What follows belongs to an exercise in optimizing a design on an open flow for small area, a short achievable clock period and few clock cycles; a production flow would make more cautious choices. RTL that was checked went through simulation tests only; none was proved equivalent to the original. Power is estimated from default activity; no workload was simulated. The flow treats the clock pin as an ideal source, which a real chip does not have.

Design icache_ctrl, start of the top module:
module icache_ctrl #(
  parameter int unsigned LINES       = 16,
  parameter int unsigned MEM_LATENCY = 1
) (
  input  logic         clk,
  input  logic         reset,
  input  logic         pc_valid,
  input  logic [31:0]  pc,
  input  logic         flush,
  output logic [31:0]  inst,
  output logic         inst_valid,
  output logic         stall,
  output logic [31:0]  mem_address,
  input  logic [127:0] mem_dataline,
  output logic [31:0]  hit_count,
  output logic [31:0]  miss_count
);
For scale: roughly 290 I/O pins.
export LEC_CHECK = 0
export CAP_MARGIN = 20
export CORE_MARGIN = 2
export CORE_UTILIZATION = 40
export SETUP_SLACK_MARGIN = 2.1
export SLEW_MARGIN = 20
export SYNTH_HIERARCHICAL = 1
create_clock -name core_clock -period 6.0 [get_ports {clk}]
standard.sh (not shown) runs the stock make flow with config.mk's settings and CLKGATE_MAP_FILE= SYNTH_SCRIPT=/design/flow/synth_recipe.tcl, a recipe that flattens the netlist after the stock synthesis.
==> flow/flow/run.sh <==
#!/bin/bash
# Own layout flow: the standard synthesis unchanged, then the standard ORFS
# layout with sizing not tied to cell footprints, minimum-size port buffers,
# and a clock tree of smaller buffers without dummy loads.
set -euo pipefail
cd "$(dirname "$0")/.."
bash standard.sh synth > synth.log 2>&1
bash standard.sh \
  MATCH_CELL_FOOTPRINT=0 \
  "BUFFER_PORTS_ARGS=-buffer_cell sky130_fd_sc_hd__buf_1" \
  "CTS_ARGS=-sink_clustering_enable -repair_clock_nets -dont_use_dummy_load -buf_list sky130_fd_sc_hd__clkbuf_16 -sink_clustering_size 22 -sink_clustering_max_diameter 80" \
  finish > layout.log 2>&1
Testbench counts at the start, summed over its fixed seeds: cycles 36,683.
Next try:
--- a/flow/flow/run.sh
+++ b/flow/flow/run.sh
@@ -11 +11 @@
-  "CTS_ARGS=-sink_clustering_enable -repair_clock_nets -dont_use_dummy_load -buf_list sky130_fd_sc_hd__clkbuf_16 -sink_clustering_size 22 -sink_clustering_max_diameter 80" \
+  "CTS_ARGS=-sink_clustering_enable -repair_clock_nets -dont_use_dummy_load -buf_list sky130_fd_sc_hd__clkbuf_16 -sink_clustering_size 26 -sink_clustering_max_diameter 90" \
PLACE_DENSITY = 0.75   (was default)
SETUP_SLACK_MARGIN = 2.3   (was 2.1)
Effect:
- The new run finished clean
- area after synthesis does not change
- final cell count hardly moves
- sequential power barely changes

========
icache_ctrl, a different RTL version from the one above (not shown whole).
Size in the first run: roughly 500 flip-flops, about 21000 µm² of cells after synthesis.
==> flow/config.mk <==
export PLATFORM = sky130hd
export DESIGN_NAME = icache_ctrl
export DESIGN_NICKNAME = icache_ctrl
export VERILOG_FILES = /design/flow/design.v
export SDC_FILE = /design/flow/constraint.sdc
export NUM_CORES = 4
export LEC_CHECK = 0
export CAP_MARGIN = 20
export CORE_MARGIN = 2
export CORE_UTILIZATION = 40
export SETUP_SLACK_MARGIN = 2.3
export SLEW_MARGIN = 20
export SYNTH_HIERARCHICAL = 1
==> flow/constraint.sdc <==
create_clock -name core_clock -period 6.0 [get_ports {clk}]
set_input_delay 1.2000 -clock core_clock [delete_from_list [all_inputs] [get_ports {clk}]]
set_output_delay 1.2000 -clock core_clock [all_outputs]
set_load 0.01 [all_outputs]
==> flow/flow/run.sh <==
#!/bin/bash
# Own layout flow: the standard synthesis unchanged, then the standard ORFS
# layout with sizing not tied to cell footprints, minimum-size port buffers,
# and a clock tree of smaller buffers without dummy loads.
set -euo pipefail
cd "$(dirname "$0")/.."
bash standard.sh synth > synth.log 2>&1
bash standard.sh \
  MATCH_CELL_FOOTPRINT=0 \
  "BUFFER_PORTS_ARGS=-buffer_cell sky130_fd_sc_hd__buf_1" \
  "CTS_ARGS=-sink_clustering_enable -repair_clock_nets -dont_use_dummy_load -buf_list sky130_fd_sc_hd__clkbuf_16 -sink_clustering_size 26 -sink_clustering_max_diameter 90" \
  finish > layout.log 2>&1
Testbench counts at the start, summed over its fixed seeds: cycles 37,210.
Next try:
--- a/flow/flow/run.sh
+++ b/flow/flow/run.sh
@@ -8,4 +8,5 @@
 bash standard.sh \
   MATCH_CELL_FOOTPRINT=0 \
+  REMOVE_ABC_BUFFERS=1 \
   "BUFFER_PORTS_ARGS=-buffer_cell sky130_fd_sc_hd__buf_1" \
   "CTS_ARGS=-sink_clustering_enable -repair_clock_nets -dont_use_dummy_load -buf_list sky130_fd_sc_hd__clkbuf_16 -sink_clustering_size 26 -sink_clustering_max_diameter 90" \
Power barely changes.
Core utilization came out higher by 0.81 points.
Routed wire length is about the same.
Combinational power stays flat.
Critical path depth drops by 1.
Design area increases by 1.7%.
Worst setup slack is worse by 54 ps.
Next try:
--- a/flow/flow/run.sh
+++ b/flow/flow/run.sh
@@ -8,5 +8,4 @@
 bash standard.sh \
   MATCH_CELL_FOOTPRINT=0 \
-  REMOVE_ABC_BUFFERS=1 \
   "BUFFER_PORTS_ARGS=-buffer_cell sky130_fd_sc_hd__buf_1" \
   "CTS_ARGS=-sink_clustering_enable -repair_clock_nets -dont_use_dummy_load -buf_list sky130_fd_sc_hd__clkbuf_16 -sink_clustering_size 26 -sink_clustering_max_diameter 90" \
SETUP_SLACK_MARGIN = 2.4   (was 2.3)
Total power climbs by about 0.36%; count of clock-buffer cells in the layout stays the same; combinational power rose by about 5%; utilization rises by 0.32 points; wire length went up by about 1.3%; worst setup slack gets better by 110 ps; fmax goes up by 3.2%; sequential power is about the same.
Next try:
--- a/flow/flow/run.sh
+++ b/flow/flow/run.sh
@@ -1,6 +1,9 @@
 #!/bin/bash
 # Own layout flow: the standard synthesis unchanged, then the standard ORFS
-# layout with sizing not tied to cell footprints, minimum-size port buffers,
-# and a clock tree of smaller buffers without dummy loads.
+# layout with sizing not tied to cell footprints, minimum-size port buffers
+# (the repair upsizes them where timing needs it), and a clock tree with
+# larger sink clusters (fewer leaf buffers) and no dummy loads.
+# Each tool's output goes to synth.log and layout.log here; ORFS also keeps
+# its per-step logs under orfs/logs.
 set -euo pipefail
 cd "$(dirname "$0")/.."
SETUP_SLACK_MARGIN = 2.3   (was 2.4)
=> Clock-buffer cell count is unchanged. Hold slack barely changes. Critical path depth goes up by 2. Final area goes down by 2.3%. Routed wire length goes down by 1.1%. Global-route usage stays flat. Combinational power goes down by 5.5%. Clock skew is about the same. Setup slack loses 60 ps. Sequential power is about the same. First-iteration DRC count goes down by 5.8%.

========
icache_ctrl, a different RTL version from the one above (not shown whole).
Size in the first run: about 1,400 cells after synthesis.
==> flow/design.v (excerpt) <==
module icache_ctrl #(
  parameter int unsigned LINES       = 16,
  parameter int unsigned MEM_LATENCY = 1
) (
  input  logic         clk,
  input  logic         reset,
  input  logic         pc_valid,
  input  logic [31:0]  pc,
  input  logic         flush,
  output logic [31:0]  inst,
  output logic         inst_valid,
  output logic         stall,
  output logic [31:0]  mem_address,
  input  logic [127:0] mem_dataline,
  output logic [31:0]  hit_count,
  output logic [31:0]  miss_count
);
  localparam int unsigned IDX   = $clog2(LINES);
  localparam int unsigned TAG_W = 28 - IDX;
  logic [27:0]        buf_line_q;     
  logic               buf_ok_q;       
  logic               cont_q;         
  logic               first_q;        
  logic               idx_eq_q;       
  logic               tag_miss_q;     
  logic [28:0]        carry;          
  logic [6:0]         line_ne;
  logic               buf_hit;
  logic               hit_en;
  logic               stall_en;
  ...
clock: 6.0 ns
lec_check: 0
cap_margin: 20
core_margin: 2
core_utilization: 40
setup_slack_margin: 2.5
slew_margin: 20
synth_hierarchical: 1
==> flow/flow/run.sh <==
#!/bin/bash
# Own layout flow: the standard synthesis unchanged, then the standard ORFS
# layout with sizing not tied to cell footprints, minimum-size port buffers,
# and a clock tree of smaller buffers without dummy loads.
set -euo pipefail
cd "$(dirname "$0")/.."
bash standard.sh synth > synth.log 2>&1
bash standard.sh \
  MATCH_CELL_FOOTPRINT=0 \
  "BUFFER_PORTS_ARGS=-buffer_cell sky130_fd_sc_hd__buf_1" \
  "CTS_ARGS=-sink_clustering_enable -repair_clock_nets -dont_use_dummy_load -buf_list sky130_fd_sc_hd__clkbuf_16 -sink_clustering_size 22 -sink_clustering_max_diameter 80" \
  finish > layout.log 2>&1
==> next run, changes <==
--- a/flow/flow/run.sh
+++ b/flow/flow/run.sh
@@ -10,3 +10,3 @@
   "BUFFER_PORTS_ARGS=-buffer_cell sky130_fd_sc_hd__buf_1" \
-  "CTS_ARGS=-sink_clustering_enable -repair_clock_nets -dont_use_dummy_load -buf_list sky130_fd_sc_hd__clkbuf_16 -sink_clustering_size 22 -sink_clustering_max_diameter 80" \
+  "CTS_ARGS=-sink_clustering_enable -repair_clock_nets -dont_use_dummy_load -buf_list sky130_fd_sc_hd__clkbuf_16 -sink_clustering_size 26 -sink_clustering_max_diameter 90" \
   finish > layout.log 2>&1
--- a/flow/config.mk
+++ b/flow/config.mk
@@ -10,3 +10,3 @@
 export CORE_UTILIZATION = 40
-export SETUP_SLACK_MARGIN = 2.5
+export SETUP_SLACK_MARGIN = 2.3
 export SLEW_MARGIN = 20
Result:
- first-iteration DRC count increases by 12%
- total power goes down by 3.2%
- wire length decreases by 5.1%
- maximum frequency falls by 0.64%
- clock skew climbs by 61 ps
No functional check of the RTL was part of any run of this note.

========
build 95:
icache_ctrl with an RTL version that a note above also has.
For scale: about 1400 cells after synthesis, roughly 290 I/O pins.
==> flow/design.v (excerpt) <==
module icache_ctrl #(
  parameter int unsigned LINES       = 16,
  parameter int unsigned MEM_LATENCY = 1
) (
  input  logic         clk,
  input  logic         reset,
  input  logic         pc_valid,
  input  logic [31:0]  pc,
  input  logic         flush,
  output logic [31:0]  inst,
  output logic         inst_valid,
  output logic         stall,
  output logic [31:0]  mem_address,
  input  logic [127:0] mem_dataline,
  output logic [31:0]  hit_count,
  output logic [31:0]  miss_count
);
clock: 6.0 ns
lec_check: 0
cap_margin: 20
core_margin: 2
core_utilization: 40
setup_slack_margin: 2.3
slew_margin: 20
synth_hierarchical: 1
==> flow/flow/run.sh <==
#!/bin/bash
# Own layout flow: the standard synthesis unchanged, then the standard ORFS
# layout with sizing not tied to cell footprints, minimum-size port buffers,
# and a clock tree of smaller buffers without dummy loads.
set -euo pipefail
cd "$(dirname "$0")/.."
bash standard.sh synth > synth.log 2>&1
bash standard.sh \
  MATCH_CELL_FOOTPRINT=0 \
  "BUFFER_PORTS_ARGS=-buffer_cell sky130_fd_sc_hd__buf_1" \
  "CTS_ARGS=-sink_clustering_enable -repair_clock_nets -dont_use_dummy_load -buf_list sky130_fd_sc_hd__clkbuf_16 -sink_clustering_size 22 -sink_clustering_max_diameter 80" \
  finish > layout.log 2>&1
Testbench counts of build 95, summed over its fixed seeds: cycles 36,683.
Relative to build 95, the following input files were edited for build 16:
- swapping 2.3 for 2.4 in SETUP_SLACK_MARGIN
## What came out
Sequential share of layout area: build 16 < build 95. | final area | build 16 vs build 95 | 3.4% higher |. For the first-iteration DRC count, build 16 came in 2.0% higher than build 95 did. The setup slack on build 16 is in line with that on build 95. Changes observed in build 16 relative to build 95: register clock-pin slew on the reported worst setup and hold paths now larger, total power now sits higher, worst hold slack down 0.017 ns, signal arrival time at the worst endpoint saw little to no change. After detailed routing, build 95 needs less wire than build 16.
Relative to build 16, the following input files were edited for build 97:
- an added TNS_END_PERCENT of 30
- a change of SETUP_SLACK_MARGIN from 2.4 to 2.3
-- flow/flow/run.sh --
<<< build 16, line 11
  "CTS_ARGS=-sink_clustering_enable -repair_clock_nets -dont_use_dummy_load -buf_list sky130_fd_sc_hd__clkbuf_16 -sink_clustering_size 22 -sink_clustering_max_diameter 80" \
>>> build 97, line 11
  "CTS_ARGS=-sink_clustering_enable -repair_clock_nets -dont_use_dummy_load -buf_list sky130_fd_sc_hd__clkbuf_16 -sink_clustering_size 26 -sink_clustering_max_diameter 90" \
### Flow results
- Area growth from synthesis to layout for build 97 is lower than for build 16.
- Clock sink count: build 97 vs build 16 — no meaningful difference
- Higher fraction of power consumed by combinational cells goes to build 16 over build 97.
- Build 16 → build 97: sequential share of layout area increased by 2.4 points relative to the old numbers, setup slack saw a decrease, count of fill cells added during filler insertion moved up, all-layer global routing usage decreased by 2.1 points relative to the old numbers, maximum clock rate lost 4.3 MHz.
- Total net switching power ended up about 6% lower on build 97 than on build 16.
[inputs] build 9 vs build 97
- TNS_END_PERCENT removed (was 30)
- CORE_UTILIZATION changed from 40 to 55
-- flow/flow/run.sh --
<<< build 97, line 11
  "CTS_ARGS=-sink_clustering_enable -repair_clock_nets -dont_use_dummy_load -buf_list sky130_fd_sc_hd__clkbuf_16 -sink_clustering_size 26 -sink_clustering_max_diameter 90" \
>>> build 9, line 11
  "CTS_ARGS=-sink_clustering_enable -repair_clock_nets -dont_use_dummy_load -buf_list sky130_fd_sc_hd__clkbuf_16 -sink_clustering_size 22 -sink_clustering_max_diameter 80" \
[summary]
- Build 97 reports its worst setup path startpoint as pc[5] while build 9 reports buf_line_q[0]$_DFF_P_.
- Comparing build 97 and build 9, the higher final non-filler cell total was measured on build 97.
- Summary: with build 97 as the reference, final total power in build 9 moved up by a few percent.
- Side by side, clock input transition at the sequential cells of the worst setup and hold paths turned out lower in build 9 than in build 97.
- The data arrival time of the worst path in build 9 was higher than what build 97 gave.
- In the tables for build 97 and build 9, via count reads higher with build 9.
- The final reports for build 9 and build 97 show area of the die lower in the former.
- Diff build 97 and build 9: critical path depth higher in build 9
The inputs of build 36 differ from those of build 9 as listed below.
- CORE_UTILIZATION now 40, was 55
-- flow/flow/run.sh --
<<< build 9, line 11
  "CTS_ARGS=-sink_clustering_enable -repair_clock_nets -dont_use_dummy_load -buf_list sky130_fd_sc_hd__clkbuf_16 -sink_clustering_size 22 -sink_clustering_max_diameter 80" \
>>> build 36, line 11
  "CTS_ARGS=-sink_clustering_enable -repair_clock_nets -dont_use_dummy_load -buf_list sky130_fd_sc_hd__clkbuf_16 -sink_clustering_size 30 -sink_clustering_max_diameter 100" \
Results
- Comparing build 9 and build 36, the lower well tap count is on build 9.
- Maximum frequency: build 36 vs build 9, no meaningful difference
- Compared to build 9, build 36 has path length in cells of the critical path 4 lower.
- Taking build 9 as 1.0, build 36 lands at 0.70 on worst voltage drop across the vdd grid.
- Build 36: pin count of the biggest net entering global routing is 25 higher than what build 9 reported.
- | number of non-filler instances in the completed layout | lower: build 9 |
- Run comparison: build 36 standard cell with the maximum stage delay on the critical path sky130_fd_sc_hd__dfxtp_4; build 9 standard cell with the maximum stage delay on the critical path sky130_fd_sc_hd__or4_1
- The lower fraction of area in multi-input gates of build 9 and build 36 is in build 36.
- Compared with build 9, build 36 shows met2 wirelength from detailed routing lower by about 0.6%.
- Build 36 gives less number of antenna violations at the first check in global routing than build 9 did.
Inputs modified between build 36 and build 47:
-- flow/flow/run.sh --
<<< build 36, line 11
  "CTS_ARGS=-sink_clustering_enable -repair_clock_nets -dont_use_dummy_load -buf_list sky130_fd_sc_hd__clkbuf_16 -sink_clustering_size 30 -sink_clustering_max_diameter 100" \
>>> build 47, line 11
  "CTS_ARGS=-sink_clustering_enable -repair_clock_nets -dont_use_dummy_load -buf_list sky130_fd_sc_hd__clkbuf_16 -sink_clustering_size 26 -sink_clustering_max_diameter 90" \
--- outcome ---
[build 47] clock group share of total power rose 1.5 points relative to build 36
Going from build 36 to build 47, the sequential share of cell area was found to have gone down by 0.20 points.
Comparing build 36 against build 47, there is no change at all in final setup violation count.
Compared with build 36, in build 47 internal cell power higher; worst-margin pin slew went down; combinational group power essentially unchanged.
Per the comparison of build 47 with build 36, flip-flop and latch area flat; total global-route track usage flat.
The final reports for build 47 and build 36 show global routing met2 resource utilization higher in the former.

========
Another version of the RTL of icache_ctrl (not shown whole).
For scale: ~500 flip-flops, roughly 290 I/O pins, roughly 24,000 um^2 of cells after synthesis.
export LEC_CHECK = 0
export CAP_MARGIN = 20
export CORE_MARGIN = 2
export CORE_UTILIZATION = 40
export SETUP_SLACK_MARGIN = 1.8
export SLEW_MARGIN = 20
export SYNTH_HIERARCHICAL = 1
create_clock -name core_clock -period 6.0 [get_ports {clk}]
==> flow/flow/run.sh <==
#!/bin/bash
# Own layout flow: the standard synthesis unchanged, then the standard ORFS
# layout with sizing not tied to cell footprints, minimum-size port buffers,
# and a clock tree of smaller buffers without dummy loads.
set -euo pipefail
cd "$(dirname "$0")/.."
bash standard.sh synth > synth.log 2>&1
bash standard.sh \
  MATCH_CELL_FOOTPRINT=0 \
  "BUFFER_PORTS_ARGS=-buffer_cell sky130_fd_sc_hd__buf_1" \
  "CTS_ARGS=-sink_clustering_enable -repair_clock_nets -dont_use_dummy_load -buf_list sky130_fd_sc_hd__clkbuf_16 -sink_clustering_size 22 -sink_clustering_max_diameter 80" \
  finish > layout.log 2>&1
Edit:
--- a/flow/config.mk
+++ b/flow/config.mk
@@ -11 +11 @@
-export SETUP_SLACK_MARGIN = 1.8
+export SETUP_SLACK_MARGIN = 2.2
The new run passed the timing, design-rule and antenna checks.
Power climbs by 0.98%.
Cell area goes up by 6.2%.
Worst setup slack improved by 93 ps.
Maximum frequency rises by 2.3%.
Global-route usage goes up by 1.3 points.
Count of clock-buffer cells in the layout fell by 2.
Core utilization increases by 2.9 points.
Sequential cell count is unchanged.
No functional check of the RTL was part of any run of this note.

==> what the ideal ports hide <==
The results above use ideal ports. As a check the final layouts listed here were re-extracted and re-timed, cells and wires unchanged. Step 1 assumes that a clkbuf_16 drives the clock port and a buf_2 every other input. Step 2, shift: input delay + t, output delay - t, t = (earliest + latest rising clock arrival at the registers) / 2. This alone moves slack from input paths to output paths. Three values: no drivers, after step 1, after step 2; two values: the first two.
run	shift t [ns]	slack for setup (ns)	worst register clock-pin slew, ns	worst data-port slew with drivers (ns)	pins driven straight from the clock port
the first run of note 1	0.639	2.163 / 2.130 / 2.130	0.09 / 0.09	0.13	1
the second run of note 1	0.623	2.287 / 2.266 / 2.266	0.10 / 0.10	0.07	1
the first run of note 2	0.611	2.326 / 2.305 / 2.305	0.10 / 0.10	0.08	1
the second run of note 2	0.617	2.272 / 2.250 / 2.250	0.11 / 0.11	0.09	1
the third run of note 2	0.611	2.386 / 2.326 / 2.326	0.10 / 0.10	0.08	1
the fourth run of note 2	0.611	2.326 / 2.305 / 2.305	0.10 / 0.10	0.08	1
the first run of note 3	0.651	2.312 / 2.259 / 1.642	0.10 / 0.10	0.14	1
the second run of note 3	0.648	2.288 / 2.264 / 2.128	0.11 / 0.11	0.14	1
build 95	0.645	2.333 / 2.282 / 2.282	0.09 / 0.09	0.11	1
build 16	0.648	2.335 / 2.274 / 2.274	0.10 / 0.10	0.18	1
build 97	0.627	2.275 / 2.212 / 2.212	0.11 / 0.11	0.12	1
build 9	0.645	2.330 / 2.276 / 2.276	0.09 / 0.09	0.12	1
build 36	0.619	2.323 / 2.266 / 2.273	0.12 / 0.12	0.11	1
build 47	0.619	2.335 / 2.270 / 2.270	0.11 / 0.11	0.11	1
the first run of note 5	0.645	1.796 / 1.739 / 1.397	0.09 / 0.09	0.10	1
the second run of note 5	0.637	1.890 / 1.795 / 1.708	0.09 / 0.09	0.19	1
After both steps setup and hold are still met in every run listed. For the first run of note 3, which loses most, drivers alone change the setup slack by -0.053 ns; drivers and shift together by -0.670 ns.
